This is an optimization exercise on Yosys and OpenROAD, whose aim is small area, a short achievable clock period and few clock cycles, not a production implementation. At most, simulation tests tie the RTL to the original design; equivalence was not proved.

// bicubic_column
module bicubic_column (
    input  wire                           CLK,
    input  wire                           RST,
    input  wire [scaler_pkg::ROW_W-1:0]   v0_i,
    input  wire [scaler_pkg::ROW_W-1:0]   h0_i,
    input  wire [scaler_pkg::SPAN_W-1:0]  sh_i,
    input  wire [scaler_pkg::SPAN_W-1:0]  th_i,
    output logic [scaler_pkg::ADDR_W-1:0] rom_addr_o,
    input  wire cubic_pkg::pixel_t        rom_data_i,
    output logic                          sram_cen_o,
    output logic                          sram_wen_o,
    output logic [scaler_pkg::ADDR_W-1:0] sram_addr_o,
    output cubic_pkg::pixel_t             sram_wdata_o,
    input  wire cubic_pkg::pixel_t        sram_rdata_i,
    output logic                          done_o
);
Size: ~2900 cells after synthesis, about 220 flip-flops, about 83 I/O pins, roughly 27000 um2 of cells after synthesis.
clock: 11.0 ns
lec_check: 0
abc_clock_period_in_ps: 3500
cap_margin: 20
core_margin: 2
core_utilization: 65
cts_buf_list: sky130_fd_sc_hd__clkbuf_4
slew_margin: 20
standard.sh (not shown) runs the stock make flow with config.mk's settings and CLKGATE_MAP_FILE= SYNTH_SCRIPT=/design/flow/synth_recipe.tcl, a recipe that flattens the netlist after the stock synthesis.
==> flow/flow/run.sh <==
#!/bin/bash
set -euo pipefail
export SETUP_SLACK_MARGIN=5.2
export BUFFER_PORTS_ARGS="-buffer_cell sky130_fd_sc_hd__buf_1"
export CTS_ARGS="-sink_clustering_enable -repair_clock_nets -dont_use_dummy_load -buf_list sky130_fd_sc_hd__clkbuf_8 -sink_clustering_size 16 -sink_clustering_max_diameter 50"
bash standard.sh > standard.log 2>&1
The baseline completed without violations.
Testbench counts at the start, summed over its fixed seeds: cycles 4,462.
Next try:
--- a/flow/flow/run.sh
+++ b/flow/flow/run.sh
@@ -3 +3 @@
-export SETUP_SLACK_MARGIN=5.2
+export SETUP_SLACK_MARGIN=5.3
Outcome: Clock-buffer cell count stays the same; die area stays the same; maximum frequency rises by 1.9%; first-iteration DRC count falls by 1.6%; setup slack improved by 110 ps; worst hold slack is about the same; global-route usage barely changes; routed wire length rises by 0.75%; final area rises by about 1%.
Next try:
--- a/flow/flow/run.sh
+++ b/flow/flow/run.sh
@@ -3 +3 @@
-export SETUP_SLACK_MARGIN=5.3
+export SETUP_SLACK_MARGIN=5.4
After rerunning:
- wire length is higher by a few percent
- clock skew is lower by 44 ps
- design area is higher slightly
- setup slack improved by 27 ps
Next try:
--- a/flow/flow/run.sh
+++ b/flow/flow/run.sh
@@ -3 +2,0 @@
-export SETUP_SLACK_MARGIN=5.4
Settings changed: CORE_UTILIZATION 65 to 70, SETUP_SLACK_MARGIN from default to 5.0.
What happened:
- The new run finished clean
- area after synthesis does not change
- clock skew is higher by 19 ps
- sequential share of layout area is higher by 0.58 points
- flip-flop and latch count does not change
- routed wire length is lower by 4.5%
- setup slack got worse by 260 ps

* * *

Another version of the RTL of bicubic_column (not shown whole).
export LEC_CHECK = 0
export ABC_CLOCK_PERIOD_IN_PS = 3500
export CAP_MARGIN = 20
export CORE_MARGIN = 2
export CORE_UTILIZATION = 40
export SETUP_SLACK_MARGIN = 5.0
export SLEW_MARGIN = 20
create_clock -name core_clock -period 11.0 [get_ports {CLK}]
run.sh (not shown) runs the stock make flow with config.mk's settings and CLKGATE_MAP_FILE= SYNTH_SCRIPT=/design/flow/synth_recipe.tcl, a recipe that flattens the netlist after the stock synthesis.
Stock flow here: none of the scripts above is used.
The first run completed with no timing, DRC or antenna violations.
Change:
==> flow/flow/run.sh (new file) <==
#!/bin/bash
set -euo pipefail
export SETUP_SLACK_MARGIN=${MARGIN:-7.0}
bash standard.sh > standard.log 2>&1
==> flow/standard.sh (new file) <==
#!/bin/bash
# synth_recipe.tcl (not shown) runs the flow's synth.tcl, then flattens the netlist and writes it again
# the make line also repeats each setting of config.mk as NAME=value (left out here)
make -C /OpenROAD-flow-scripts/flow DESIGN_CONFIG=/design/flow/config.mk WORK_HOME=/design/flow/orfs CLKGATE_MAP_FILE= SYNTH_SCRIPT=/design/flow/synth_recipe.tcl "${@:-finish}"
SETUP_SLACK_MARGIN = not set   (was 5.0)
removed: flow/run.sh
The changed run completed with no timing, DRC or antenna violations.
Die area stays the same.
Utilization goes up by 6.0 points.
Function was not checked in any run of this note: the RTL went through the layout flow alone.

what the ideal ports hide:
The results above use ideal ports. As a check the final layouts listed here were re-extracted and re-timed, cells and wires unchanged. Step 1, drivers: a clkbuf_16 drives CLK and a buf_2 each remaining input, both assumed. Step 2 also shifts input and output timing later by t, the mid clock arrival at the registers, as if the neighbouring blocks saw the same clock. a / b / c = no drivers / after step 1 / after step 2; a / b = the first two.
run	t, ns	setup WS [ns]	hold slack, ns	worst data-port slew with drivers (ns)	pins driven straight from the clock port
the first run of note 1	0.647	5.331 / 5.331 / 4.959	0.334 / 0.334 / 0.334	0.10	1
the second run of note 1	0.645	5.438 / 5.438 / 5.059	0.336 / 0.336 / 0.336	0.08	1
the third run of note 1	0.587	5.465 / 5.465 / 5.064	0.361 / 0.361 / 0.361	0.10	1
the fourth run of note 1	0.641	5.205 / 5.205 / 4.948	0.341 / 0.341 / 0.341	0.09	1
the first run of note 2	0.643	5.354 / 5.354 / 5.354	0.318 / 0.318 / 0.318	0.07	1
the second run of note 2	0.653	6.042 / 6.042 / 6.042	0.306 / 0.306 / 0.306	0.07	1
After both steps setup and hold are still met in every run listed. The setup slack of the third run of note 1, which loses most, moves by 0.000 ns with the drivers and by -0.401 ns with both steps.
